Source: an optimization exercise on an open RTL-to-GDS flow (aim: small area). Production flows keep margins and buffers that such runs may drop.
Where RTL was checked, it was by simulation tests only, not by an equivalence proof against the original.
The RTL of runs 1 and 2 was laid out without a check of its function.
No activity file was given, so power comes from the tool's default toggle rates.

===== config.mk =====
export PLATFORM = sky130hd
export DESIGN_NAME = tetris_core
export DESIGN_NICKNAME = tetris_core
export VERILOG_FILES = /design/flow/design.v
export SDC_FILE = /design/flow/constraint.sdc
export NUM_CORES = 4
export LEC_CHECK = 0
export CAP_MARGIN = 20
export CORE_MARGIN = 2
export CORE_UTILIZATION = 60
export CTS_BUF_LIST = sky130_fd_sc_hd__clkbuf_16
export CTS_CLUSTER_DIAMETER = 100
export CTS_CLUSTER_SIZE = 25
export PLACE_DENSITY = 0.7
export SLEW_MARGIN = 20
export SYNTH_HIERARCHICAL = 1

===== constraint.sdc =====
create_clock -name core_clock -period 10.0 [get_ports {clk}]
set_input_delay 2.0000 -clock core_clock [delete_from_list [all_inputs] [get_ports {clk}]]
set_output_delay 2.0000 -clock core_clock [all_outputs]
set_load 0.01 [all_outputs]

===== design.v =====
`timescale 1ns/1ps
module piece_unit (
	input  logic [7:0]  nb,
	input  logic [3:0]  far,
	input  logic [4:0]  rel,
	input  logic [3:0]  pcx,      
	output logic [4:0]  prow,     
	output logic [13:0] mask
);
	logic dm2, dm1, dz, dp1, dp2;
	logic [17:0] wide;
	assign dm2 = rel == 5'd18;
	assign dm1 = rel == 5'd19;
	assign dz  = rel == 5'd0;
	assign dp1 = rel == 5'd1;
	assign dp2 = rel == 5'd2;
	assign prow[0] = dz & far[2];
	assign prow[1] = (dm1 & nb[5]) | (dz & nb[4]) | (dp1 & nb[3]);
	assign prow[2] = (dm2 & far[3]) | (dm1 & nb[6]) | dz | (dp1 & nb[2]) | (dp2 & far[1]);
	assign prow[3] = (dm1 & nb[7]) | (dz & nb[0]) | (dp1 & nb[1]);
	assign prow[4] = dz & far[0];
	assign wide = {13'd0, prow} << pcx;
	assign mask = wide[15:2];
endmodule
`timescale 1ns/1ps
module board_store (
	input  logic                    clk,
	input  logic                    reset,
	input  logic [10-1:0]  wr_row,
	output logic [4:0]              ph,
	output logic [4:0]              ph_next,
	output logic [10-1:0]  cur_row,    
	output logic [10-1:0]  next_row,   
	input  logic [5-1:0]       row_sel,
	output logic [10-1:0]  row_bits
);
	logic [10-1:0] ring [20];
	logic [5:0] diff;
	logic [4:0] idx;
	logic [10-1:0] grp [5];
	assign cur_row = ring[0];
	assign next_row = ring[1];
	always_ff @(posedge clk) begin
		for (int q = 0; q < 20 - 1; q++) begin
			ring[q] <= ring[q + 1];
		end
		ring[20 - 1] <= wr_row;
	end
	assign ph_next = (ph == 5'd19) ? 5'd0 : ph + 1'b1;
	always_ff @(posedge clk) begin
		if (reset) ph <= '0;
		else ph <= ph_next;
	end
	logic [19:0] sel;
	logic [199:0] flat;
	assign diff = {1'b0, row_sel} - {1'b0, ph};
	assign idx = diff[5] ? diff[4:0] + 5'd20 : diff[4:0];
	always_comb begin
		for (int q = 0; q < 20; q++) begin
			sel[q] = (idx == q) && (row_sel < 20);
			flat[q*10 +: 10] = ring[q];
		end
	end
	row_mux u_mux (.sel(sel), .d(flat), .y(row_bits));
endmodule
module row_mux (
	input  logic [19:0]  sel,
	input  logic [199:0] d,
	output logic [9:0]   y
);
	always_comb begin
		y = '0;
		for (int q = 0; q < 20; q++) y |= sel[q] ? d[q*10 +: 10] : '0;
	end
endmodule
`timescale 1ns/1ps
module game_control (
	input  logic                    clk,
	input  logic                    reset,
	input  logic                    tick,
	input  logic                    start,
	input  logic                    left,
	input  logic                    right,
	input  logic                    rotate,
	input  logic                    down,
	input  logic [2:0]              next_kind,
	input  logic [4:0]              ph,
	input  logic [4:0]              ph_next,
	input  logic [10-1:0]  cur_row,
	input  logic [10-1:0]  next_row,
	output logic [10-1:0]  wr_row,
	output logic [7:0]              shp_nb,
	output logic [3:0]              shp_far,
	output logic [4:0]              shp_rel,
	output logic [3:0]              shp_pcx,
	input  logic [4:0]              shp_prow,
	input  logic [13:0]             shp_mask,
	output logic                    playing,
	output logic                    game_over,
	output logic [10-1:0]     lines,
	output logic [6-1:0]     level
);
	localparam logic [2:0] ST_IDLE  = 3'd0;
	localparam logic [2:0] ST_WIPE  = 3'd1;
	localparam logic [2:0] ST_READY = 3'd2;
	localparam logic [2:0] ST_TEST  = 3'd3;
	localparam logic [2:0] ST_LOCK  = 3'd4;
	logic [2:0] state;
	logic act;             
	logic run;             
	logic last;            
	logic [7:0] nb_q;
	logic [3:0] far_q;
	logic no_turn;         
	logic [4:0] rel_q;
	logic [3:0] pcx_q;
	logic rot_go;
	logic sh_go;
	logic sh_left;
	logic dn_go;
	logic acc;             
	logic [2:0] cnt;       
	logic first;           
	logic dly;             
	logic [10-1:0] hold;
	logic rotate_d;
	logic rot_latch;
	logic rot_edge;
	logic [3:0] grav;      
	logic grav_due;
	logic sat;             
	logic [10-1:0] pmask;
	logic [10-1:0] v;
	logic entry;
	logic off_rows;
	logic hit_side;
	logic hit_down;
	logic hit_now;
	logic hit_all;
	logic [10-1:0] sp0;
	logic [10-1:0] sp1;
	logic sp_now;
	logic [4:0] rel_inc;
	logic [7:0] sp_nb;
	logic sp_i;
	assign rot_edge = rotate && !rotate_d;
	assign level = (sat || lines[8]) ? '1 : lines[7:2];
	assign grav_due = (level > 6'(8)) || (grav > 4'd8);
	assign shp_nb = rot_go ? {nb_q[5:0], nb_q[7:6]} : nb_q;
	assign shp_far = rot_go ? {far_q[2:0], far_q[3]} : far_q;
	assign shp_rel = rel_q;
	assign shp_pcx = (rot_go || !sh_go) ? pcx_q : sh_left ? pcx_q - 1'b1 : pcx_q + 1'b1;
	assign pmask = shp_mask[11:2];
	assign run = (state == ST_WIPE || state == ST_TEST || state == ST_LOCK) && (act || ph == 5'd0);
	assign last = run && ph == 5'd19;
	assign v = cur_row | (first ? pmask : '0);
	assign entry = run && state == ST_LOCK && cnt != 3'd0 && ph == 5'd0;
	always_comb begin
		if ((run && state == ST_WIPE) || entry) wr_row = '0;
		else if (dly) wr_row = hold;
		else wr_row = v;
	end
	assign off_rows = (|shp_prow) && (
		(ph == 5'd19 && (rel_q == 5'd18 || rel_q == 5'd19)) || (ph == 5'd18 && rel_q == 5'd18) ||
		(ph == 5'd0 && (rel_q == 5'd1 || rel_q == 5'd2)) || (ph == 5'd1 && rel_q == 5'd2));
	assign hit_side = |(pmask & cur_row) || shp_mask[0] || shp_mask[1] || shp_mask[12] || shp_mask[13] || off_rows;
	assign hit_down = |(pmask & ((ph == 5'd19) ? {10{1'b1}} : next_row));
	assign hit_now = (rot_go || sh_go) ? hit_side : hit_down;
	assign hit_all = acc || hit_now;
	always_comb begin
		sp0 = '0;
		sp1 = '0;
		case (next_kind)
			3'd1: begin sp0[4] = 1'b1; sp1[5:3] = 3'b111; end
			3'd2: begin sp0[5:4] = 2'b11; sp1[5:4] = 2'b11; end
			3'd3: begin sp0[5] = 1'b1; sp1[5:3] = 3'b111; end
			3'd4: begin sp0[3] = 1'b1; sp1[5:3] = 3'b111; end
			3'd5: begin sp0[5:4] = 2'b11; sp1[4:3] = 2'b11; end
			3'd6: begin sp0[4:3] = 2'b11; sp1[5:4] = 2'b11; end
			3'd7: begin sp0[6:3] = 4'b1111; end
			default: ;
		endcase
	end
	assign sp_now = (ph == 5'd0 && |(wr_row & sp0)) || (ph == 5'd1 && |(wr_row & sp1));
	always_comb begin
		case (next_kind)
			3'd1: sp_nb = 8'b0101_0001;
			3'd2: sp_nb = 8'b1100_0001;
			3'd3: sp_nb = 8'b1001_0001;
			3'd4: sp_nb = 8'b0011_0001;
			3'd5: sp_nb = 8'b1101_0000;
			3'd6: sp_nb = 8'b0110_0001;
			default:  sp_nb = 8'b0001_0001;
		endcase
	end
	assign sp_i = next_kind == 3'd7;
	assign rel_inc = (rel_q == 5'd19) ? 5'd0 : rel_q + 1'b1;
	always_ff @(posedge clk) begin
		hold <= v;
	end
	always_ff @(posedge clk) begin
		if (reset) begin
			state <= ST_WIPE;
			act <= 1'b0;
			rot_go <= 1'b0;
			sh_go <= 1'b0;
			dn_go <= 1'b0;
			dly <= 1'b0;
			first <= 1'b0;
			rotate_d <= 1'b0;
			rot_latch <= 1'b0;
			playing <= 1'b0;
			game_over <= 1'b0;
			lines <= '0;
			sat <= 1'b0;
		end else begin
			rotate_d <= rotate;
			if (rot_edge) rot_latch <= 1'b1;
			act <= run && !last;
			rel_q <= rel_inc;
			sat <= sat || lines[8];
			if (run) begin
				acc <= (ph != 5'd0 && acc) || ((state == ST_LOCK) ? sp_now : hit_now);
			end
			case (state)
				ST_IDLE: begin
					if (start) begin
						rot_latch <= 1'b0;
						playing <= 1'b1;
						game_over <= 1'b0;
						lines <= '0;
						sat <= 1'b0;
						nb_q <= sp_nb;
						far_q <= sp_i ? 4'b0100 : 4'b0000;
						no_turn <= next_kind == 3'd2;
						rel_q <= sp_i ? ph_next : ph;
						pcx_q <= sp_i ? 4'd7 : 4'd6;
						grav <= '0;
						state <= ST_WIPE;
					end
				end
				ST_WIPE: begin
					if (last) state <= playing ? ST_READY : ST_IDLE;
				end
				ST_READY: begin
					if (tick) begin
						rot_go <= (rot_latch || rot_edge) && !no_turn;
						rot_latch <= 1'b0;
						sh_go <= left ^ right;
						sh_left <= left;
						dn_go <= down || grav_due;
						grav <= (down || grav_due) ? level[3:0] : grav + 1'b1;
						state <= ST_TEST;
					end
				end
				ST_TEST: begin
					if (!rot_go && !sh_go && !dn_go) begin
						state <= ST_READY;
					end else if (run) begin
						if (!rot_go && !sh_go) begin
							cnt <= ((ph == 5'd0) ? 3'd0 : cnt) + {2'b0, &(cur_row | pmask)};
						end
						if (last) begin
							if (rot_go) begin
								rot_go <= 1'b0;
								if (!hit_all) begin
									nb_q <= shp_nb;
									far_q <= shp_far;
								end
							end else if (sh_go) begin
								sh_go <= 1'b0;
								if (!hit_all) pcx_q <= shp_pcx;
							end else begin
								dn_go <= 1'b0;
								if (!hit_all) begin
									rel_q <= rel_q;   
								end else begin
									first <= 1'b1;
									state <= ST_LOCK;
								end
							end
						end
					end
				end
				ST_LOCK: begin
					if (run) begin
						dly <= (entry || dly) && !(&v);
					end
					if (entry) begin
						lines <= lines + 1'b1;
					end
					if (last) begin
						first <= 1'b0;
						if (cnt > 3'd1) begin
							cnt <= cnt - 1'b1;
						end else begin
							playing <= !(acc || sp_now);
							game_over <= acc || sp_now;
							nb_q <= sp_nb;
							far_q <= sp_i ? 4'b0100 : 4'b0000;
							no_turn <= next_kind == 3'd2;
							rel_q <= sp_i ? ph_next : ph;
							pcx_q <= sp_i ? 4'd7 : 4'd6;
							grav <= level[3:0];
							state <= (acc || sp_now) ? ST_IDLE : ST_READY;
						end
					end
				end
				default: state <= ST_IDLE;
			endcase
		end
	end
endmodule
`timescale 1ns/1ps
module tetris_core (
	input  logic                    clk,
	input  logic                    reset,
	input  logic                    tick,
	input  logic                    start,
	input  logic                    left,
	input  logic                    right,
	input  logic                    rotate,
	input  logic                    down,
	input  logic [2:0]              next_kind,
	input  logic [5-1:0]       row_sel,
	output logic [10-1:0]  row_bits,
	output logic                    playing,
	output logic                    game_over,
	output logic [10-1:0]     lines,
	output logic [6-1:0]     level
);
	logic [4:0] ph;
	logic [10-1:0] cur_row;
	logic [10-1:0] next_row;
	logic [10-1:0] wr_row;
	logic [7:0] shp_nb;
	logic [3:0] shp_far;
	logic [4:0] shp_prow;
	logic [4:0] ph_next;
	logic [4:0] shp_rel;
	logic [3:0] shp_pcx;
	logic [13:0] shp_mask;
	board_store u_board (
		.clk      (clk),
		.reset    (reset),
		.wr_row   (wr_row),
		.ph       (ph),
		.ph_next  (ph_next),
		.cur_row  (cur_row),
		.next_row (next_row),
		.row_sel  (row_sel),
		.row_bits (row_bits)
	);
	piece_unit u_piece (
		.nb       (shp_nb),
		.far      (shp_far),
		.rel      (shp_rel),
		.pcx      (shp_pcx),
		.prow     (shp_prow),
		.mask     (shp_mask)
	);
	game_control u_ctrl (
		.clk          (clk),
		.reset        (reset),
		.tick         (tick),
		.start        (start),
		.left         (left),
		.right        (right),
		.rotate       (rotate),
		.down         (down),
		.next_kind    (next_kind),
		.ph           (ph),
		.ph_next      (ph_next),
		.cur_row      (cur_row),
		.next_row     (next_row),
		.wr_row       (wr_row),
		.shp_nb       (shp_nb),
		.shp_far      (shp_far),
		.shp_rel      (shp_rel),
		.shp_pcx      (shp_pcx),
		.shp_prow     (shp_prow),
		.shp_mask     (shp_mask),
		.playing      (playing),
		.game_over    (game_over),
		.lines        (lines),
		.level        (level)
	);
endmodule

===== run.sh =====
#!/bin/bash
# synth_recipe.tcl (not shown) runs the flow's synth.tcl, then flattens the netlist and writes it again
# the make line also repeats each setting of config.mk as NAME=value (left out here)
make -C /OpenROAD-flow-scripts/flow DESIGN_CONFIG=/design/flow/config.mk WORK_HOME=/design/flow/orfs CLKGATE_MAP_FILE= SYNTH_SCRIPT=/design/flow/synth_recipe.tcl finish

==> results of run 1 <==
==> final timing paths <==
kind / startpoint / to / slack [ns] / cells after the start
hold / removal: u_board.ring[17][7] / u_board.ring[16][7] / 0.35 / 0
setup reg to reg: u_ctrl.rot_go / u_ctrl.nb_q[5] / 4.84 / 12
setup / recovery: row_sel[0] / row_bits[9] / 1.51 / 18
hold reg to reg: u_board.ring[17][7] / u_board.ring[16][7] / 0.35 / 0
==> critical path, stage by stage <==
cell and delay (ns):
clkdlybuf4s50_1 0.39, inv_1 0.08, ha_1 0.14, inv_1 0.05
fa_1 0.41, xnor2_2 0.38, inv_4 0.09, ha_1 0.21
a211oi_1 0.20, o21ai_1 0.11, xnor2_1 0.13, buf_4 0.20
nor3_2 0.94, a22o_1 0.27, a221oi_1 0.06, and3_1 0.19
nand4_1 0.10, clkdlybuf4s50_1 0.54
==> layer usage <==
metal  GRT usage [%]  wire length [um]
met2           39.94             11570
met5               0                 0
met1           41.41             12480
met4           7.358               448
met3           4.053              1867
==> per-stage QoR <==
stage / instances / total power [W] / hold WS (ns)
6_report: 1276 / 0.002116 / 0.3452
3_3_place_gp: 1258 / 0.001524 / 0.3332
5_1_grt: 1276 / 0.002198 / 0.3579
2_1_floorplan: 1031 / 0.001435 / 0.3311
4_1_cts: 1276 / 0.002114 / 0.3473
3_5_place_dp: 1258 / 0.001530 / 0.3366
==> modules after synthesis, one instance, submodules excluded, excerpt <==
module / flops+latches / cell area [um^2] / cells inside
board_store: 205 / 4976 / 326
game_control: 65 / 4223 / 490
row_mux: 0 / 1117 / 140
piece_unit: 0 / 459.2 / 75
==> state kept, by name, indices dropped and copies added (netlist names), 3 cells and up <==
signal        flops
u_board.ph        5
u_board.ring    200
u_ctrl.cnt        3
u_ctrl.far_q      4
u_ctrl.grav       4
u_ctrl.hold      10
u_ctrl.lines     10
u_ctrl.nb_q       8
u_ctrl.pcx_q      4
u_ctrl.rel_q      5
u_ctrl.state      3
==> cells in the mapped netlist (6+ instances only) <==
cell type / n / share of area, %
nor2b_1: 18 / 1.0
nor2_1: 68 / 2.4
o22ai_1: 9 / 0.52
xor2_1: 10 / 0.81
a21oi_1: 50 / 2.3
mux2i_1: 12 / 1.1
buf_6: 8 / 0.84
a22oi_1: 31 / 2.2
a21o_1: 7 / 0.49
a221oi_1: 40 / 3.3
nand2_1: 45 / 1.6
mux2_2: 17 / 1.8
or3_1: 10 / 0.58
a211oi_1: 10 / 0.70
and3_1: 22 / 1.3
a22o_1: 41 / 3.3
o21bai_1: 7 / 0.49
nand3_1: 21 / 0.98
edfxtp_1: 31 / 8.6
o21ai_1: 6 / 0.28
xnor2_1: 7 / 0.57
nand4_1: 16 / 0.93
nor3_1: 47 / 2.2
clkbuf_1: 24 / 0.84
dfxtp_1: 239 / 44
nand2b_1: 10 / 0.58
o21ai_0: 32 / 1.5
ha_1: 21 / 2.4
buf_2: 13 / 0.60
inv_1: 44 / 1.5
buf_4: 21 / 1.5
==> cell families after synthesis <==
group | after synthesis | share of synthesized area [%]
AND/OR/NAND/NOR | 292 | 14.48
buffers and inverters | 113 | 5.400
flip-flops | 270 | 53.04
adder cells (fa/ha/maj) | 23 | 2.810
AO/OA/AOI/OAI | 284 | 19.61
multiplexers | 31 | 3.124
XOR/XNOR | 18 | 1.533
==> report_power, final <==
part           switching [W]  total (W)  internal, W
clock network       0.000332   0.000604     0.000272
logic               0.000209   0.000331     0.000122
registers          0.0000498    0.00118      0.00113
==> final cells by class <==
| cell class | count | area [um^2] | share of cell area, % |
|---|---|---|---|
| clock buffer | 15 | 375.4 | 3.217 |
| clock inverter | 3 | 13.76 | 0.1180 |
| inverter | 45 | 171.4 | 1.469 |
| multi-input combinational | 648 | 4502 | 38.58 |
| sequential | 270 | 5715 | 48.99 |
| tap | 229 | 286.5 | 2.456 |
| timing repair buffer | 66 | 603.1 | 5.169 |
==> metrics.csv, run 1 <==
metric,value,unit
status,no timing/DRC/antenna violations,
num_vias,8033,
insertedDiodeCount,0,
post-place-ws,1.643,ns
skew,0.02780,ns
mappedNetlistArea,10780,um^2
fill_cells,1463,
path_max_fanout,20,
clockBufferDepth,3,
cts_sinks,270,
cts_buffers,14,
clock_latency,0.50,ns
synth-seq-cells,270,
gr-total-overflow,0,
via_per_inst,6.295,
portBuffers,43,
tns,0,ns
fin_util,65.62,%
async_flop_share,0,%
fmax,0.1178,GHz
synthToLayoutAreaGrowth,8.279,%
drive_gt1_share,8.691,%
synthFlopType,dfxtp_1,
critical_path_class,primary input to output port,
yosysSeqAreaShare,53.04,%
die_area,19050,um^2
grt_max_degree,27,
first_global_vias,7684,
synth-edff-count,31,
final_cell_area,11670,um^2
ir_worst_vdd,0.0001576,V
cts.hold.buffers_added,0,
power-per-cell-area,181.3,nW/um^2
layout_common_cells,"dfxtp_1, nor2_1, a21oi_1",
worstSetupEndpointType,output port,
postCtsResizedCells,0,
fin_ws,1.512,ns
cp.arrival,6.49,ns
critPathLaunchType,primary input,
slew_viol_final,0,
start_util,60.61,%
drc_errors,0,
max_cap_violations,0,
gp_congestion,0.8885,
first_iter_violations,764,
syn_inst,1031,
routed_wl,26.36,mm
dr.pass1.iters,5,
path_clk_slew,0.09,ns
drt-wirelength-per-cell,20.66,um
postRouteAntennaNets,0,
fp.coreArea,17780,um^2
nNetsFinal,1084,
final_common_cell,dfxtp_1,
antenna_found_initial,0,
worst_slew_pin_slew,1.143,ns
dp_hpwl,18.57,mm
final-hold-violation-count,0,
htree_levels,1,
slew_headroom,23.36,%
tritoncts,yes,
root_buffer,clkbuf_16,
synth_fp_nets,1070,
grt_pass1_wl,42.01,mm
cellLeakagePower,4.446,nW
post-route-period-util,84.88,%
min_period,8.488,ns
hold_path_class,flop to flop,
setup_viol,0,
io_pins,44,
fp-row-count,49,
die_w,138.0,um
yosysWarnings,10,
grt_usage,26.99,%
place_area,11270,um^2
avgSynthCellArea,10.45,um^2
yosysUniqueCellTypes,82,
cts_setup_buffers,0,
grt_setup_unrepaired,no,
required,8.00,ns
die_y,138.0,um
==> inputs of run 2 (changes only) <==
--- a/config.mk
+++ b/config.mk
@@ -13,4 +13,3 @@
 export CTS_CLUSTER_SIZE = 25
 export PLACE_DENSITY = 0.7
 export SLEW_MARGIN = 20
-export SYNTH_HIERARCHICAL = 1
==> metrics.csv, run 2 <==
metric,value,unit
hold_path_class,flop to flop,
grt_setup_unrepaired,no,
slew_headroom,28.40,%
dp_hpwl,20.87,mm
rrSetupSlack,4.78,ns
first_iter_violations,1041,
mappedNetlistArea,10990,um^2
rr_worst_depth,14,
final-hold-violation-count,0,
cts_buffers,15,
largest_reg_flops,200,
ir_worst_vdd,0.0002457,V
io_pins,44,
postCtsResizedCells,0,
skew,0.01428,ns
via_per_inst,6.513,
synthToLayoutAreaGrowth,9.027,%
cts_sinks,270,
gp_congestion,0.9247,
critPathLaunchType,primary input,
cpMostUsedCell,inv_1,
post-place-cells,1318,
hold_path_startpoint,u_board.ring[16][3],
max_stage_delay,0.79,ns
cts_setup_buffers,0,
path_max_fanout,9,
drive_gt1_share,5.861,%
die_w,139.4,um
yosysTopAreaCell,dfxtp_1,
top_regs,"u_board.ring (200), u_ctrl.hold (10), u_ctrl.lines (10)",
routed_wl,28.92,mm
synthFlopType,dfxtp_1,
max_cap_violations,0,
min_period,9.052,ns
required,8.00,ns
setup_viol,0,
worstSetupEndpointType,output port,
start_util,61.19,%
grt_usage,29.05,%
avgSynthCellArea,10.07,um^2
synth-seq-cells,270,
fin_cells,1338,
dr.pass1.iters,5,
cellLeakagePower,4.551,nW
fp-row-count,49,
worst_slew_pin_slew,1.066,ns
clock_latency,0.49,ns
synth-compound-area-share,19.10,%
grt_pass1_wl,45.01,mm
hold_path_end,u_board.ring[15][3],
async_flop_share,0,%
slew_viol_final,0,
synth_simple_gate_area_share,16.57,%
tritoncts,yes,
postRouteAntennaNets,0,
synthMuxAreaShare,3.711,%
synth_xor_area_share,1.355,%
yosysMostFrequentCell,dfxtp_1,
yosysUniqueCellTypes,88,
drc_errors,0,
synth-edff-count,31,
synth_commonest_cells,"dfxtp_1, nor2_1, nand2_1",
status,no timing/DRC/antenna violations,
critical_path_class,primary input to output port,
grt_max_degree,29,
die_area,19420,um^2
antenna_found_initial,0,
yosysTopAreaCellShare,43.53,%
fmax,0.1105,GHz
htree_levels,1,
largest-register,u_board.ring,
syn_inst,1091,
hold_depth,0,
r2r_start,u_ctrl.sh_left,
synthAdderAreaFrac,3.779,%
r2r_end,u_ctrl.cnt[2],
synth_fp_nets,1139,
synth_top_family_by_area,compound AO/OA/AOI/OAI gates,
crit_chain,clkdlybuf4s50_1 -> inv_1 -> ha_1 -> inv_1 -> fa_1 -> xnor2_1 -> inv_1 -> ha_1 -> nor2_1 -> nor2_1 -> inv_1 -> o31ai_1 -> a221o_1 -> nor3_1 -> and2_1 -> a222oi_1 -> and3_1 -> nand4_1 -> clkdlybuf4s50_1,
first_global_vias,7953,
final_common_cell,dfxtp_1,
cp.arrival,7.05,ns
clockBufferDepth,3,
drt-wirelength-per-cell,21.62,um
die_y,139.4,um
tns,0,ns
yosysSeqAreaShare,52.00,%
layout_common_cells,"dfxtp_1, nor2_1, nand2_1",
synth_area_leaders,"dfxtp_1, edfxtp_1, ha_1, a22oi_1, nor2_1",
insertedDiodeCount,0,
post-route-period-util,90.52,%
nNetsFinal,1154,
path_clk_slew,0.09,ns
root_buffer,clkbuf_16,
fp.coreArea,17960,um^2
cts.hold.buffers_added,0,
gr-total-overflow,0,
cp_slowest_cell,nor3_1,
yosysWarnings,4,
num_vias,8715,
power-per-cell-area,197.9,nW/um^2
portBuffers,43,
## run 2: per-stage QoR
step	setup WS [ns]	hold slack [ns]	cell area (um^2)	utilization (%)	total power [W]
global route	0.7352	0.3459	11980	66.71	0.002463
global placement	1.246	0.3300	11560	64.36	0.001748
detailed placement	1.159	0.3295	11560	64.36	0.001752
floorplan	2.644	0.3231	10990	-	0.001608
CTS	1.141	0.3416	11980	66.69	0.002364
finish	0.9484	0.3436	11980	66.71	0.002372
## run 2: per-layer routing
| metal | vias up | share of wire, % | GRT usage (%) | wire length [um] |
|---|---|---|---|---|
| met4 | 0 | 1.7 | 5.263 | 502 |
| met1 | 4173 | 46 | 44.35 | 13310 |
| met2 | 442 | 43 | 43.63 | 12450 |
| met3 | 43 | 9.2 | 5.334 | 2652 |
| li1 | 4057 | - | - | - |
| met5 | - | 0 | 0 | 0 |
## run 2: critical path: cells and delay by family
| family | cells | cell delay (ns) |
|---|---|---|
| xor gates and xnor gates | 1 | 0.34 |
| adders and majority gates | 3 | 0.73 |
| and+or+nand+nor | 6 | 2.03 |
| AOI/OAI and AO/OA | 3 | 0.71 |
| buffers and inverters | 6 | 1.24 |
## run 2: layout make-up
type / count / area, um^2
clock buffers: 15 / 375.4
clock inverters: 5 / 43.79
fillers: 1461 / 5979
inverters: 43 / 161.4
multi-input cells: 724 / 4903
flip-flops and latches: 270 / 5715
well taps: 229 / 286.5
repair buffers: 52 / 498.0
## run 2: worst max-delay path by stage
stage,startpoint,end,depth (start not counted),slack [ns]
5_1_grt,row_sel[0],row_bits[1],18,0.74
4_1_cts,row_sel[0],row_bits[1],19,1.14
3_3_place_gp,row_sel[0],row_bits[7],18,1.25
3_5_place_dp,row_sel[0],row_bits[1],19,1.16
2_1_floorplan,row_sel[0],row_bits[3],18,2.64
6_report,row_sel[0],row_bits[7],19,0.95
## run 2: kinds of logic (layout without fill, tap and decap cells)
family / count (synthesis) / after routing
mux: 37 / 37
simple gates: 353 / 353
xor+xnor: 17 / 17
flops: 270 / 270
buf+inv: 97 / 115
fa+ha+maj: 32 / 32
compound gates: 285 / 285
## run 2: power breakdown
group	total [W]	leakage (nW)	switching [W]	internal, W
registers	0.00134	2.22	0.000108	0.00123
logic	0.000401	2.12	0.000255	0.000146
clock network	0.000629	0.209	0.000349	0.000280
==> inputs of run 3 (changes only) <==
--- a/design.v
+++ b/design.v
@@ -118,6 +118,7 @@
 	logic sh_go;
 	logic sh_left;
 	logic dn_go;
+	logic sp_go;           
 	logic acc;             
 	logic [2:0] cnt;       
 	logic first;           
@@ -137,13 +138,11 @@
 	logic hit_down;
 	logic hit_now;
 	logic hit_all;
-	logic [10-1:0] sp0;
-	logic [10-1:0] sp1;
-	logic sp_now;
 	logic [4:0] rel_inc;
 	logic [7:0] sp_nb;
 	logic sp_i;
 	assign rot_edge = rotate && !rotate_d;
+	assign no_turn = nb_q[0] && nb_q[7] && nb_q[6];
 	assign level = (sat || lines[8]) ? '1 : lines[7:2];
 	assign grav_due = (level > 6'(8)) || (grav > 4'd8);
 	assign shp_nb = rot_go ? {nb_q[5:0], nb_q[7:6]} : nb_q;
@@ -165,24 +164,9 @@
 		(ph == 5'd0 && (rel_q == 5'd1 || rel_q == 5'd2)) || (ph == 5'd1 && rel_q == 5'd2));
 	assign hit_side = |(pmask & cur_row) || shp_mask[0] || shp_mask[1] || shp_mask[12] || shp_mask[13] || off_rows;
 	assign hit_down = |(pmask & ((ph == 5'd19) ? {10{1'b1}} : next_row));
-	assign hit_now = (rot_go || sh_go) ? hit_side : hit_down;
+	assign hit_now = (rot_go || sh_go || sp_go) ? hit_side : hit_down;
 	assign hit_all = acc || hit_now;
 	always_comb begin
-		sp0 = '0;
-		sp1 = '0;
-		case (next_kind)
-			3'd1: begin sp0[4] = 1'b1; sp1[5:3] = 3'b111; end
-			3'd2: begin sp0[5:4] = 2'b11; sp1[5:4] = 2'b11; end
-			3'd3: begin sp0[5] = 1'b1; sp1[5:3] = 3'b111; end
-			3'd4: begin sp0[3] = 1'b1; sp1[5:3] = 3'b111; end
-			3'd5: begin sp0[5:4] = 2'b11; sp1[4:3] = 2'b11; end
-			3'd6: begin sp0[4:3] = 2'b11; sp1[5:4] = 2'b11; end
-			3'd7: begin sp0[6:3] = 4'b1111; end
-			default: ;
-		endcase
-	end
-	assign sp_now = (ph == 5'd0 && |(wr_row & sp0)) || (ph == 5'd1 && |(wr_row & sp1));
-	always_comb begin
 		case (next_kind)
 			3'd1: sp_nb = 8'b0101_0001;
 			3'd2: sp_nb = 8'b1100_0001;
@@ -205,6 +189,7 @@
 			rot_go <= 1'b0;
 			sh_go <= 1'b0;
 			dn_go <= 1'b0;
+			sp_go <= 1'b0;
 			dly <= 1'b0;
 			first <= 1'b0;
 			rotate_d <= 1'b0;
@@ -220,7 +205,7 @@
 			rel_q <= rel_inc;
 			sat <= sat || lines[8];
 			if (run) begin
-				acc <= (ph != 5'd0 && acc) || ((state == ST_LOCK) ? sp_now : hit_now);
+				acc <= (ph != 5'd0 && acc) || hit_now;
 			end
 			case (state)
 				ST_IDLE: begin
@@ -232,7 +217,6 @@
 						sat <= 1'b0;
 						nb_q <= sp_nb;
 						far_q <= sp_i ? 4'b0100 : 4'b0000;
-						no_turn <= next_kind == 3'd2;
 						rel_q <= sp_i ? ph_next : ph;
 						pcx_q <= sp_i ? 4'd7 : 4'd6;
 						grav <= '0;
@@ -254,10 +238,10 @@
 					end
 				end
 				ST_TEST: begin
-					if (!rot_go && !sh_go && !dn_go) begin
+					if (!rot_go && !sh_go && !dn_go && !sp_go) begin
 						state <= ST_READY;
 					end else if (run) begin
-						if (!rot_go && !sh_go) begin
+						if (!rot_go && !sh_go && !sp_go) begin
 							cnt <= ((ph == 5'd0) ? 3'd0 : cnt) + {2'b0, &(cur_row | pmask)};
 						end
 						if (last) begin
@@ -270,6 +254,11 @@
 							end else if (sh_go) begin
 								sh_go <= 1'b0;
 								if (!hit_all) pcx_q <= shp_pcx;
+							end else if (sp_go) begin
+								sp_go <= 1'b0;
+								playing <= !hit_all;
+								game_over <= hit_all;
+								state <= hit_all ? ST_IDLE : ST_READY;
 							end else begin
 								dn_go <= 1'b0;
 								if (!hit_all) begin
@@ -294,15 +283,17 @@
 						if (cnt > 3'd1) begin
 							cnt <= cnt - 1'b1;
 						end else begin
-							playing <= !(acc || sp_now);
-							game_over <= acc || sp_now;
 							nb_q <= sp_nb;
 							far_q <= sp_i ? 4'b0100 : 4'b0000;
-							no_turn <= next_kind == 3'd2;
 							rel_q <= sp_i ? ph_next : ph;
 							pcx_q <= sp_i ? 4'd7 : 4'd6;
 							grav <= level[3:0];
-							state <= (acc || sp_now) ? ST_IDLE : ST_READY;
+							if (first) begin
+								sp_go <= 1'b1;
+								state <= ST_TEST;
+							end else begin
+								state <= ST_READY;
+							end
 						end
 					end
 				end
==> flow/run.sh (new file) <==
#!/bin/bash
# The standard layout (standard.sh) with two changes:
#  - each port gets the smallest buffer, buf_1, as its port buffer
#  - clock tree synthesis inserts no dummy loads
# The full output of the flow goes to standard.log in the work folder.
cd "$(dirname "$0")/.."
export BUFFER_PORTS_ARGS="-buffer_cell sky130_fd_sc_hd__buf_1"
export CTS_ARGS="-sink_clustering_enable -repair_clock_nets -sink_clustering_size 25 -sink_clustering_max_diameter 100 -buf_list sky130_fd_sc_hd__clkbuf_16 -dont_use_dummy_load"
bash standard.sh > standard.log 2>&1
==> standard.sh (new file) <==
#!/bin/bash
# synth_recipe.tcl (not shown) runs the flow's synth.tcl, then flattens the netlist and writes it again
# the make line also repeats each setting of config.mk as NAME=value (left out here)
make -C /OpenROAD-flow-scripts/flow DESIGN_CONFIG=/design/flow/config.mk WORK_HOME=/design/flow/orfs CLKGATE_MAP_FILE= SYNTH_SCRIPT=/design/flow/synth_recipe.tcl "${@:-finish}"
--- a/config.mk
+++ b/config.mk
@@ -13,3 +13,4 @@
 export CTS_CLUSTER_SIZE = 25
 export PLACE_DENSITY = 0.7
 export SLEW_MARGIN = 20
+export SYNTH_HIERARCHICAL = 1
removed: run.sh
==> metrics.csv, run 3 <==
metric,value,unit
status,no timing/DRC/antenna violations,
postCtsResizedCells,0,
grt_pass1_wl,39.98,mm
mappedNetlistArea,10820,um^2
post-place-ws,2.272,ns
antenna_found_initial,0,
tritoncts,yes,
fin_ws,2.180,ns
synthFlopType,dfxtp_1,
io_pins,44,
async_flop_share,0,%
insertedDiodeCount,0,
cts_buffers,14,
clock_latency,0.50,ns
yosysUniqueCellTypes,90,
gp_congestion,0.9143,
final_cell_area,11380,um^2
combPwrFrac,7.3,%
top_regs,"u_board.ring (200), u_ctrl.hold (10), u_ctrl.lines (10)",
cp.arrival,5.82,ns
synth-seq-cells,270,
skew,0.03765,ns
cts_sinks,270,
final-hold-violation-count,0,
rr_worst_depth,12,
fmax,0.1279,GHz
rrSetupSlack,5.10,ns
fp-row-count,49,
power_switching,0.0004150,W
ir_worst_vdd,0.0002168,V
worst_slew_pin_slew,1.126,ns
synthToLayoutAreaGrowth,5.134,%
drt-wirelength-per-cell,19.64,um
cellLeakagePower,4.250,nW
gr-total-overflow,0,
r2r_end,u_ctrl.nb_q[6],
die_w,138.3,um
max_cap_violations,0,
yosysMostFrequentCell,dfxtp_1,
clkPwrFrac,31.5,%
synth_commonest_cells,"dfxtp_1, nor2_1, nand2_1",
drc_errors,0,
tns,0,ns
root_buffer,clkbuf_16,
hold_path_end,u_board.ring[18][2],
die_y,138.3,um
synth-edff-count,30,
num_vias,7884,
grt_max_degree,26,
synth_fp_nets,1061,
hold_path_startpoint,u_board.ring[19][2],
first_iter_violations,691,
final_common_cell,dfxtp_1,
hold_depth,0,
avgSynthCellArea,10.59,um^2
max_stage_delay,0.92,ns
slew_viol_final,0,
yosysTopAreaCellShare,44.40,%
min_period,7.820,ns
grt_setup_unrepaired,no,
place_area,11020,um^2
r2r_start,u_ctrl.rot_go,
layout_common_cells,"dfxtp_1, nor2_1, nand2_1",
yosysWarnings,10,
syn_inst,1022,
crit_chain,buf_1 -> inv_1 -> ha_1 -> inv_1 -> fa_1 -> xnor2_2 -> inv_4 -> ha_1 -> a211oi_1 -> o21ai_1 -> xnor2_1 -> buf_4 -> nor3_2 -> a22o_1 -> a221oi_1 -> and3_1 -> nand4_1 -> buf_1,
nNetsFinal,1076,
routed_wl,24.82,mm
critPathLaunchType,primary input,
cp_top_family,simple AND/OR/NAND/NOR gates,
power_frac_seq,61.2,%
portBuffers,43,
yosysTopAreaCell,dfxtp_1,
post-route-period-util,78.20,%
via_per_inst,6.237,
postRouteAntennaNets,0,
htree_levels,1,
setup_viol,0,
start_util,60.65,%
cp_slowest_cell,nor3_2,
p_sw_share,22.89,%
path_depth,18,
crit_buf_inv,6,
path_max_fanout,20,
dr.pass1.iters,5,
clockBufferDepth,3,
largest-register,u_board.ring,
critical_path_class,primary input to output port,
power-per-cell-area,159.4,nW/um^2
power.internal,0.001398,W
dp_hpwl,17.38,mm
hold_path_class,flop to flop,
grt_usage,25.62,%
largest_reg_flops,200,
synth_area_leaders,"dfxtp_1, edfxtp_1, a221oi_1, a22o_1, ha_1",
die_area,19120,um^2
path_clk_slew,0.09,ns
fp.coreArea,17840,um^2
drive_gt1_share,10.14,%
first_global_vias,7504,
yosysSeqAreaShare,52.73,%
slew_headroom,24.53,%
worstSetupEndpointType,output port,
cts.hold.buffers_added,0,
required,8.00,ns
cts_setup_buffers,0,
run 3: per-module statistics from Yosys, one instance, submodules excluded, excerpt:
module	cells	flip-flops and latches
board_store	326	205
game_control	481	65
row_mux	140	0
piece_unit	75	0
run 3: worst max path at each step:
stage | start | end | slack (ns)
2_1_floorplan | row_sel[0] | row_bits[9] | 3.19
3_3_place_gp | row_sel[0] | row_bits[5] | 2.41
3_5_place_dp | row_sel[0] | row_bits[2] | 2.27
4_1_cts | row_sel[0] | row_bits[2] | 2.24
5_1_grt | row_sel[0] | row_bits[2] | 1.89
6_report | row_sel[0] | row_bits[2] | 2.18
run 3: area by class of cell:
type,instances,area [um^2]
fill,1461,6465
inverter,45,171.4
tap,229,286.5
multi-input combinational,637,4506
sequential,270,5705
clock buffer,14,350.3
timing repair buffer,69,356.6
run 3: logic make-up after synthesis:
logic type | after synthesis | synth area share (%)
AO/OA/AOI/OAI | 273 | 19.00
flip-flops | 270 | 52.73
adder cells (fa/ha/maj) | 23 | 2.798
buffers and inverters | 115 | 5.851
multiplexers | 26 | 2.660
AND/OR/NAND/NOR | 291 | 14.95
XOR/XNOR | 24 | 2.012
run 3: power groups by stage:
stage,registers [W],logic (W),clock network [W]
floorplan,0.00113,0.0000966,0
global placement,0.00113,0.000128,0
detailed placement,0.00113,0.000130,0
CTS,0.00111,0.000131,0.000583
global route,0.00111,0.000145,0.000617
finish,0.00111,0.000132,0.000572
run 3: worst register-to-register path: stages, from the launching register on:
cell and delay [ns]:
dfxtp_1 0.80, mux2_2 0.43, mux2_2 0.27, a32oi_1 0.40, mux2i_2 0.21, o22ai_1 0.23
o22ai_1 0.21, or4_1 0.55, o211ai_2 0.16, nand3_2 0.12, nor4_4 0.35, nor2_2 0.17
o31ai_4 0.63
run 3: layer usage:
metal | global-route usage (%) | vias up | part of all wire [%]
li1 | - | 3786 | -
met1 | 38.75 | 3789 | 48
met2 | 39.08 | 274 | 44
met3 | 3.602 | 35 | 6.0
met4 | 6.230 | 0 | 1.8
met5 | 0 | - | 0
run 3: metrics by stage:
stage / hold slack, ns / instances / power (W) / utilization [%]
finish: 0.3493 / 1264 / 0.001813 / 63.76
global route: 0.3518 / 1264 / 0.001872 / 63.76
CTS: 0.3401 / 1264 / 0.001822 / 63.71
detailed placement: 0.3367 / 1250 / 0.001264 / 61.75
global placement: 0.3336 / 1250 / 0.001262 / 61.75
floorplan: 0.3311 / 1022 / 0.001227 / -
==> inputs of run 4 (changes only) <==
--- a/config.mk
+++ b/config.mk
@@ -5,12 +5,13 @@
 export SDC_FILE = /design/flow/constraint.sdc
 export NUM_CORES = 4
 export LEC_CHECK = 0
-export CAP_MARGIN = 20
+export CAP_MARGIN = 5
 export CORE_MARGIN = 2
 export CORE_UTILIZATION = 60
 export CTS_BUF_LIST = sky130_fd_sc_hd__clkbuf_16
 export CTS_CLUSTER_DIAMETER = 100
 export CTS_CLUSTER_SIZE = 25
+export GPL_TIMING_DRIVEN = 0
 export PLACE_DENSITY = 0.7
-export SLEW_MARGIN = 20
+export SLEW_MARGIN = 5
 export SYNTH_HIERARCHICAL = 1
==> metrics.csv, run 4 <==
metric,value,unit
nNetsFinal,1120,
crit_buf_inv,7,
drc_errors,0,
synth_commonest_cells,"dfxtp_1, nor2_1, nand2_1",
die_w,138.3,um
via_per_inst,6.145,
final-hold-violation-count,0,
met2_length,11.33,mm
syn_inst,1022,
grt_setup_unrepaired,no,
critPathLaunchType,primary input,
layout_common_cells,"dfxtp_1, nor2_1, nand2_1",
gp_congestion,0.9134,
fp-row-count,49,
synth_simple_gate_area_share,14.95,%
htree_levels,1,
status,no timing/DRC/antenna violations,
yosysSeqAreaShare,52.73,%
m1WireLength,12.65,mm
fmax,0.1297,GHz
antenna_found_initial,0,
post-route-period-util,77.13,%
path_clk_slew,0.10,ns
synth-edff-count,30,
top_regs,"u_board.ring (200), u_ctrl.hold (10), u_ctrl.lines (10)",
place_area,11270,um^2
largest_reg_flops,200,
min_period,7.713,ns
cts_sinks,270,
rr_worst_depth,14,
drt-wirelength-per-cell,19.95,um
synthMuxAreaShare,2.660,%
clockBufferDepth,3,
start_util,60.65,%
postCtsResizedCells,0,
skew,0.02131,ns
routed_wl,26.10,mm
drive_gt1_share,11.40,%
slew_headroom,24.91,%
cp.arrival,5.71,ns
io_pins,44,
avgSynthCellArea,10.59,um^2
insertedDiodeCount,0,
die_y,138.3,um
yosysMostFrequentCell,dfxtp_1,
grt_usage,26.75,%
cp_slowest_cell,clkbuf_1,
route.met3.wl,1.725,mm
yosysWarnings,10,
worst_slew_pin_slew,1.120,ns
yosysTopAreaCellShare,44.40,%
synth_top_family_by_area,compound AO/OA/AOI/OAI gates,
fp.coreArea,17840,um^2
grt_max_degree,26,
mappedNetlistArea,10820,um^2
tritoncts,yes,
cellLeakagePower,4.398,nW
hold_depth,0,
first_global_vias,7709,
portBuffers,43,
path_depth,18,
root_buffer,clkbuf_16,
synth_area_leaders,"dfxtp_1, edfxtp_1, a221oi_1, a22o_1, ha_1",
highest_layer,met4,
holdWs,0.3464,ns
num_vias,8038,
required,8.00,ns
synth-seq-cells,270,
fin_cells,1308,
crit_chain,buf_1 -> inv_1 -> ha_1 -> inv_1 -> fa_1 -> xnor2_2 -> inv_4 -> ha_1 -> a211oi_1 -> o21ai_1 -> xnor2_1 -> buf_2 -> nor3_1 -> clkbuf_1 -> a221oi_1 -> and3_1 -> nand4_1 -> buf_1,
yosysTopAreaCell,dfxtp_1,
worstSetupEndpointType,output port,
tns,0,ns
cts.hold.buffers_added,0,
cts_buffers,14,
cp_top_family,buffers and inverters,
dp_hpwl,18.05,mm
ir_worst_vdd,0.0001664,V
gr-total-overflow,0,
postRouteAntennaNets,0,
power-per-cell-area,156.5,nW/um^2
synth_xor_area_share,2.012,%
path_max_fanout,10,
async_flop_share,0,%
final_common_cell,dfxtp_1,
hold_path_class,flop to flop,
grt_pass1_wl,41.59,mm
synthAdderAreaFrac,2.798,%
cts_setup_buffers,0,
critical_path_class,primary input to output port,
max_cap_violations,0,
clock_latency,0.49,ns
synth-compound-area-share,19.00,%
synthFlopType,dfxtp_1,
first_iter_violations,674,
yosysUniqueCellTypes,90,
largest-register,u_board.ring,
dr.pass1.iters,5,
final_cell_area,11620,um^2
post-place-cells,1294,
setup_viol,0,
max_stage_delay,0.69,ns
synth_fp_nets,1061,
slew_viol_final,0,
die_area,19120,um^2
synthToLayoutAreaGrowth,7.389,%
==> run 4: cell counts after synthesis <==
Identical to the previous run, type by type.
==> run 4: per-module statistics from Yosys (local to each module, per instance), a selection <==
module	cell area (um^2)	copies in the design
board_store	4976	1
game_control	4268	1
piece_unit	459.2	1
row_mux	1117	1
==> run 4: worst register-to-register path, cell delays in order, from the launching register on <==
cell      delay (ns)
dfxtp_1         0.33
buf_4           0.18
clkbuf_1        0.45
mux2_2          0.41
mux2_2          0.26
a32oi_1         0.44
mux2i_2         0.20
a21oi_1         0.31
nor3_1          0.08
or4_1           0.51
a221oi_1        0.28
nand4b_1        0.20
nor3_2          0.23
nor2_2          0.15
o31ai_2         0.94
==> run 4: metal layers <==
metal  track usage (%)  up-vias
met4             5.156        0
met2             40.72      264
met5                 0        -
met3             4.399       40
li1                  -     3860
met1             40.64     3874
==> run 4: cell type report <==
class | instances | area, um^2
fill | 1473 | 6221
sequential | 270 | 5705
multi-input combinational | 637 | 4483
buffer | 70 | 461.7
clock buffer | 14 | 350.3
tap | 229 | 286.5
inverter | 45 | 171.4
timing repair buffer | 43 | 161.4
==> run 4: final timing paths <==
kind                                            to  slack, ns                from
worst max register to register      u_ctrl.nb_q[3]       4.63       u_ctrl.rot_go
worst min-delay path            u_board.ring[6][9]       0.35  u_board.ring[7][9]
worst min register to register  u_board.ring[6][9]       0.35  u_board.ring[7][9]
worst max-delay path                   row_bits[3]       2.29          row_sel[0]
==> run 4: where the power goes <==
group | switching (W) | internal, W | total (W)
Combinational | 0.0000845 | 0.0000479 | 0.000132
Clock | 0.000325 | 0.000253 | 0.000578
Sequential | 0.0000105 | 0.00110 | 0.00111
Total | 0.000420 | 0.00140 | 0.00182
==> run 4: through the flow <==
stage | total power [W] | setup WS [ns] | util, %
final | 0.001819 | 2.287 | 65.13
after global routing | 0.001876 | 2.013 | 65.13
after CTS | 0.001827 | 2.323 | 65.12
after global placement | 0.001263 | 2.342 | 63.16
after detailed placement | 0.001264 | 2.374 | 63.16
after floorplan | 0.001227 | 3.191 | -
==> run 4: kinds of logic (layout without fill, tap and decap cells) <==
logic type / after synthesis / after routing
and+or+nand+nor: 291 / 291
AOI/OAI and AO/OA: 273 / 273
DFF: 270 / 270
buffers and inverters: 115 / 172
muxes: 26 / 26
xor gates and xnor gates: 24 / 24
adders and majority gates: 23 / 23
==> inputs of run 5 (changes only) <==
==> config.mk (replaced) <==
export PLATFORM = sky130hd
export DESIGN_NAME = tetris_core
export DESIGN_NICKNAME = tetris_core
export VERILOG_FILES = /design/flow/design.v
export SDC_FILE = /design/flow/constraint.sdc
export NUM_CORES = 4
export LEC_CHECK = 0
export CAP_MARGIN = 20
export CORE_MARGIN = 2
export CORE_UTILIZATION = 75
export PLACE_DENSITY = 0.85
export SLEW_MARGIN = 20
export SYNTH_HIERARCHICAL = 1
==> metrics.csv, run 5 <==
metric,value,unit
start_util,77.35,%
cellLeakagePower,4.245,nW
ir_worst_vdd,0.0001774,V
tritoncts,yes,
status,no timing/DRC/antenna violations,
top_regs,"u_board.ring (200), u_ctrl.hold (10), u_ctrl.lines (10)",
p_sw_share,22.83,%
drc_errors,0,
crit_buf_inv,6,
antenna_found_initial,0,
final-seq-area,5705,um^2
clockBufferDepth,3,
power.internal,0.001398,W
required,8.00,ns
clkPwrFrac,31.5,%
fmax,0.1271,GHz
worstSetupEndpointType,output port,
critical_path_class,primary input to output port,
cts_buffers,14,
path_max_fanout,20,
synth_simple_gate_area_share,14.95,%
die_y,124.1,um
layout_common_cells,"dfxtp_1, nor2_1, nand2_1",
gr-total-overflow,0,
final_cell_area,11310,um^2
max_stage_delay,0.95,ns
avgSynthCellArea,10.59,um^2
cp.arrival,5.87,ns
synthToLayoutAreaGrowth,4.544,%
cts_setup_buffers,0,
worst_slew_pin_slew,1.196,ns
synthMuxAreaShare,2.660,%
nNetsFinal,1075,
r2r_end,u_ctrl.far_q[0],
r2r_start,u_ctrl.rot_go,
first_global_vias,7666,
gp_congestion,0.9103,
mappedNetlistArea,10820,um^2
power_switching,0.0004134,W
rrSetupSlack,5.18,ns
fin_util,80.87,%
multi_input_area,4511,um^2
dp_hpwl,17.24,mm
yosysTopAreaCellShare,44.40,%
yosysUniqueCellTypes,90,
synthFlopType,dfxtp_1,
hold_path_class,flop to flop,
io_pins,44,
synth_xor_area_share,2.012,%
synth_area_leaders,"dfxtp_1, edfxtp_1, a221oi_1, a22o_1, ha_1",
cp_top_family,simple AND/OR/NAND/NOR gates,
setup_viol,0,
synth-edff-count,30,
slew_headroom,19.83,%
path_depth,18,
cp_slowest_cell,nor3_2,
grt_usage,33.13,%
yosysWarnings,10,
synth_top_family_by_area,compound AO/OA/AOI/OAI gates,
rr_worst_depth,12,
synthAdderAreaFrac,2.798,%
synth-compound-area-share,19.00,%
critPathLaunchType,primary input,
die_area,15400,um^2
routed_wl,25.27,mm
largest_reg_flops,200,
synth_fp_nets,1061,
insertedDiodeCount,0,
cts_sinks,270,
crit_chain,buf_1 -> inv_1 -> ha_1 -> inv_1 -> fa_1 -> xnor2_2 -> inv_4 -> ha_1 -> a211oi_1 -> o21ai_1 -> xnor2_1 -> buf_4 -> nor3_2 -> a22o_1 -> a221oi_1 -> and3_1 -> nand4_1 -> buf_1,
drt-wirelength-per-cell,20.82,um
skew,0.02694,ns
async_flop_share,0,%
grt_pass1_wl,39.59,mm
syn_inst,1022,
postRouteAntennaNets,0,
power-per-cell-area,160.1,nW/um^2
htree_levels,1,
power_frac_seq,61.2,%
grt_max_degree,26,
combPwrFrac,7.3,%
root_buffer,clkbuf_16,
synth-seq-cells,270,
post-route-period-util,78.68,%
yosysTopAreaCell,dfxtp_1,
tns,0,ns
synth_commonest_cells,"dfxtp_1, nor2_1, nand2_1",
slew_viol_final,0,
final_common_cell,dfxtp_1,
dr.pass1.iters,5,
holdWs,0.3475,ns
die_w,124.1,um
min_period,7.868,ns
fp-row-count,43,
max_cap_violations,0,
postCtsResizedCells,0,
fill_cells,905,
clock_latency,0.49,ns
portBuffers,43,
critPathCapture,row_bits[3],
drive_gt1_share,10.15,%
yosysMostFrequentCell,dfxtp_1,
yosysSeqAreaShare,52.73,%
first_iter_violations,836,
via_per_inst,6.713,
largest-register,u_board.ring,
worstSetupStartpoint,row_sel[0],
cts.hold.buffers_added,0,
num_vias,8150,
fp.coreArea,13990,um^2
grt_setup_unrepaired,no,
place_area,10950,um^2
path_clk_slew,0.10,ns
final-hold-violation-count,0,
-- run 5: area by class of cell --
type	instances	area share [%]
Tap cell	180	1.991
Inverter	45	1.515
Timing Repair Buffer	68	3.086
Sequential cell	270	50.44
Multi-Input combinational cell	637	39.87
Clock buffer	14	3.097
-- run 5: metrics by stage --
step | power (W) | cells | worst slack (ns)
6_report | 0.001811 | 1214 | 2.132
5_1_grt | 0.001855 | 1214 | 1.944
4_1_cts | 0.001810 | 1214 | 2.245
3_5_place_dp | 0.001263 | 1200 | 2.206
3_3_place_gp | 0.001260 | 1200 | 2.409
2_1_floorplan | 0.001227 | 1022 | 3.191
-- run 5: logic make-up after synthesis --
logic type / Yosys count
buf+inv: 115
mux: 26
simple gates: 291
compound gates: 273
fa+ha+maj: 23
flops: 270
xor+xnor: 24
-- run 5: how the worst min path moves through the flow --
stage	start	endpoint	slack [ns]	depth (start not counted)
4_1_cts	u_board.ring[16][6]	u_board.ring[15][6]	0.34	0
6_report	u_board.ring[16][6]	u_board.ring[15][6]	0.35	0
2_1_floorplan	u_board.ring[2][0]	u_board.ring[1][0]	0.33	0
3_3_place_gp	u_board.ring[5][3]	u_board.ring[4][3]	0.33	0
5_1_grt	u_board.ring[3][3]	u_board.ring[2][3]	0.36	0
3_5_place_dp	u_board.ring[5][4]	u_board.ring[4][4]	0.34	0
-- run 5: worst register-to-register path, cell delays in order (launching register included) --
cell and delay [ns]:
dfxtp_1 0.81, mux2_2 0.43, mux2_2 0.27, a32oi_1 0.37, mux2i_2 0.20, o22ai_1 0.20
o22ai_1 0.19, or4_1 0.55, o211ai_2 0.16, nand3_2 0.13, nor4_4 0.34, nor2_2 0.17
o31ai_4 0.63
-- run 5: modules after synthesis (local to each module, per instance), a selection --
module	cells inside	copies in the design	area, um^2	flops+latches
piece_unit	75	1	459.2	0
game_control	481	1	4268	65
row_mux	140	1	1117	0
board_store	326	1	4976	205
-- run 5: power groups by stage --
| stage | Combinational [W] | Sequential (W) | Clock [W] |
|---|---|---|---|
| after CTS | 0.000130 | 0.00111 | 0.000572 |
| after global placement | 0.000127 | 0.00113 | 0 |
| after global routing | 0.000144 | 0.00111 | 0.000601 |
| after floorplan | 0.0000966 | 0.00113 | 0 |
| final | 0.000133 | 0.00111 | 0.000570 |
| after detailed placement | 0.000129 | 0.00113 | 0 |
-- run 5: metal layers --
metal	wire length, um	global-route usage (%)	vias to the layer above
met1	11020	47.18	3883
met3	2235	5.586	76
met5	0	0	-
met4	735	9.410	0
li1	-	-	3788
met2	11280	52.39	403
==> inputs of run 6 (changes only) <==
==> run.sh (new file) <==
#!/bin/bash
# synth_recipe.tcl (not shown) runs the flow's synth.tcl, then flattens the netlist and writes it again
# the make line also repeats each setting of config.mk as NAME=value (left out here)
make -C /OpenROAD-flow-scripts/flow DESIGN_CONFIG=/design/flow/config.mk WORK_HOME=/design/flow/orfs CLKGATE_MAP_FILE= SYNTH_SCRIPT=/design/flow/synth_recipe.tcl finish
--- a/config.mk
+++ b/config.mk
@@ -7,7 +7,10 @@
 export LEC_CHECK = 0
 export CAP_MARGIN = 20
 export CORE_MARGIN = 2
-export CORE_UTILIZATION = 75
-export PLACE_DENSITY = 0.85
+export CORE_UTILIZATION = 60
+export CTS_BUF_LIST = sky130_fd_sc_hd__clkbuf_16
+export CTS_CLUSTER_DIAMETER = 100
+export CTS_CLUSTER_SIZE = 25
+export PLACE_DENSITY = 0.7
 export SLEW_MARGIN = 20
 export SYNTH_HIERARCHICAL = 1
removed: flow/run.sh
removed: standard.sh
==> metrics.csv, run 6 <==
metric,value,unit
dp_hpwl,17.33,mm
via_per_inst,6.227,
portBuffers,43,
drc_errors,0,
hold_path_end,u_board.ring[3][9],
synth_commonest_cells,"dfxtp_1, nor2_1, nand2_1",
finalPower,0.001846,W
yosysTopAreaCell,dfxtp_1,
cts.hold.buffers_added,0,
grt_pass1_wl,39.90,mm
htree_levels,1,
status,no timing/DRC/antenna violations,
io_pins,44,
drive_gt1_share,10.23,%
drt-wirelength-per-cell,19.80,um
grt_max_degree,27,
layout_common_cells,"dfxtp_1, nor2_1, nand2_1",
yosysUniqueCellTypes,90,
cts_buffers,14,
gp_congestion,0.8996,
postRouteAntennaNets,0,
nNetsFinal,1073,
synth-edff-count,30,
yosysMostFrequentCell,dfxtp_1,
tns,0,ns
postCtsResizedCells,0,
cts_setup_buffers,0,
fin_ws,1.390,ns
die_w,138.3,um
cellLeakagePower,4.366,nW
start_util,60.65,%
fmax,0.1162,GHz
min_period,8.610,ns
critical_path_class,primary input to output port,
worst_slew_pin_slew,1.136,ns
hold_depth,0,
required,8.00,ns
tritoncts,yes,
yosysSeqAreaShare,52.73,%
async_flop_share,0,%
synth_area_leaders,"dfxtp_1, edfxtp_1, a221oi_1, a22o_1, ha_1",
post-place-ws,1.510,ns
grt_usage,25.74,%
insertedDiodeCount,0,
die_area,19120,um^2
hold_path_class,flop to flop,
syn_inst,1022,
mappedNetlistArea,10820,um^2
synth_fp_nets,1061,
root_buffer,clkbuf_16,
fin_cells,1265,
final_cell_area,11670,um^2
top_regs,"u_board.ring (200), u_ctrl.hold (10), u_ctrl.lines (10)",
slew_headroom,23.83,%
post-route-period-util,86.10,%
largest-register,u_board.ring,
worstSetupEndpointType,output port,
yosysTopAreaCellShare,44.40,%
synth-seq-cells,270,
cts_sinks,270,
setup_viol,0,
first_iter_violations,901,
rrSetupSlack,4.88,ns
gr-total-overflow,0,
worstSetupStartpoint,row_sel[0],
max_cap_violations,0,
final-hold-violation-count,0,
largest_reg_flops,200,
fp.coreArea,17840,um^2
cp.arrival,6.61,ns
routed_wl,25.05,mm
slew_viol_final,0,
power-per-cell-area,158.2,nW/um^2
synthToLayoutAreaGrowth,7.863,%
yosysWarnings,10,
first_global_vias,7445,
post-place-cells,1247,
rr_worst_depth,13,
num_vias,7877,
final_common_cell,dfxtp_1,
r2r_start,u_ctrl.sh_left,
critPathLaunchType,primary input,
ir_worst_vdd,0.0001961,V
skew,0.02137,ns
clock_latency,0.49,ns
path_max_fanout,20,
synthFlopType,dfxtp_1,
fp-row-count,49,
hold_path_startpoint,u_board.ring[4][9],
grt_setup_unrepaired,no,
r2r_end,u_ctrl.nb_q[4],
place_area,11270,um^2
path_clk_slew,0.09,ns
avgSynthCellArea,10.59,um^2
antenna_found_initial,0,
dr.pass1.iters,7,
clockBufferDepth,3,
die_y,138.3,um
## run 6: worst max path at each step
stage | end | slack [ns] | cells past startpoint
global placement | row_bits[9] | 1.59 | 19
global route | row_bits[9] | 1.15 | 19
finish | row_bits[9] | 1.39 | 19
floorplan | row_bits[9] | 3.19 | 17
CTS | row_bits[9] | 1.45 | 19
detailed placement | row_bits[9] | 1.51 | 19
## run 6: layer usage
layer  share of wire (%)  GRT usage, %  wire length, um  up-vias
met2                  43         38.98            10700      299
met4                 1.8         4.834              441        0
met3                 7.8         5.057             1943       32
li1                    -             -                -     3775
met5                   0             0                0        -
met1                  48         38.81            11970     3771
## run 6: cell type report
| class | count | area, um^2 |
|---|---|---|
| fill | 1444 | 6170 |
| sequential | 270 | 5705 |
| multi-input combinational | 637 | 4516 |
| timing repair buffer | 66 | 603.1 |
| clock buffer | 15 | 375.4 |
| tap | 229 | 286.5 |
| inverter | 45 | 171.4 |
| clock inverter | 3 | 13.76 |
## run 6: cell families after synthesis
kind of cell / count (synthesis) / share of synthesized area (%)
AOI/OAI and AO/OA: 273 / 19.00
buffers and inverters: 115 / 5.851
muxes: 26 / 2.660
adders and majority gates: 23 / 2.798
DFF: 270 / 52.73
and+or+nand+nor: 291 / 14.95
xor gates and xnor gates: 24 / 2.012
## run 6: critical path: stages
cell	delay, ns
clkdlybuf4s50_1	0.39
inv_1	0.08
ha_1	0.14
inv_1	0.05
fa_1	0.42
xnor2_2	0.39
inv_4	0.09
ha_1	0.21
a211oi_1	0.21
o21ai_1	0.11
xnor2_1	0.13
buf_4	0.20
nor3_1	0.78
buf_4	0.30
a22o_1	0.15
a221oi_1	0.05
and3_1	0.24
nand4_1	0.11
clkdlybuf4s50_1	0.55
## run 6: power by group
group | switching, W | internal, W
combinational | 0.0000860 | 0.0000507
clock | 0.000329 | 0.000272
sequential | 0.0000105 | 0.00110
total | 0.000426 | 0.00142
## run 6: per-module statistics from Yosys, one instance, submodules excluded, excerpt
module        times used  cells inside  flops+latches
board_store            1           326            205
row_mux                1           140              0
piece_unit             1            75              0
game_control           1           481             65
## run 6: metrics by stage
step           util [%]  hold WS (ns)
6_report          65.42        0.3509
5_1_grt           65.42        0.3531
3_3_place_gp      63.19        0.3326
4_1_cts           65.37        0.3478
3_5_place_dp      63.19        0.3368
2_1_floorplan         -        0.3311

==> afterwards: timing with drivers on the ports <==
In the flow no input, the clock included, has a driving cell. The finished layouts below were timed again as built, in two steps. Step 1 assumes that a clkbuf_16 drives the clock port and a buf_2 every other input. Step 2, shift: input delay + t, output delay - t, t = (earliest + latest rising clock arrival at the registers) / 2. This alone moves slack from input paths to output paths. Slacks: no drivers / after step 1 / after step 2; pairs: no drivers / after step 1.
run	shift t [ns]	slack for setup (ns)	hold slack, ns	latest minus earliest clock arrival (ns)
run 1	0.532	1.512 / 1.491 / 1.491	0.345 / 0.345 / 0.345	0.028 / 0.028
run 2	0.522	0.948 / 0.927 / 0.927	0.344 / 0.344 / 0.344	0.015 / 0.014
run 3	0.526	2.180 / 2.160 / 2.160	0.349 / 0.349 / 0.349	0.040 / 0.039
run 4	0.526	2.287 / 2.262 / 2.262	0.346 / 0.346 / 0.346	0.022 / 0.023
run 5	0.520	2.132 / 2.114 / 2.114	0.348 / 0.348 / 0.348	0.027 / 0.027
run 6	0.520	1.390 / 1.369 / 1.369	0.351 / 0.351 / 0.351	0.024 / 0.024
After both steps setup and hold are still met in every run listed. The setup slack of run 4, which loses most, moves by -0.025 ns with the drivers and by -0.025 ns with both steps.
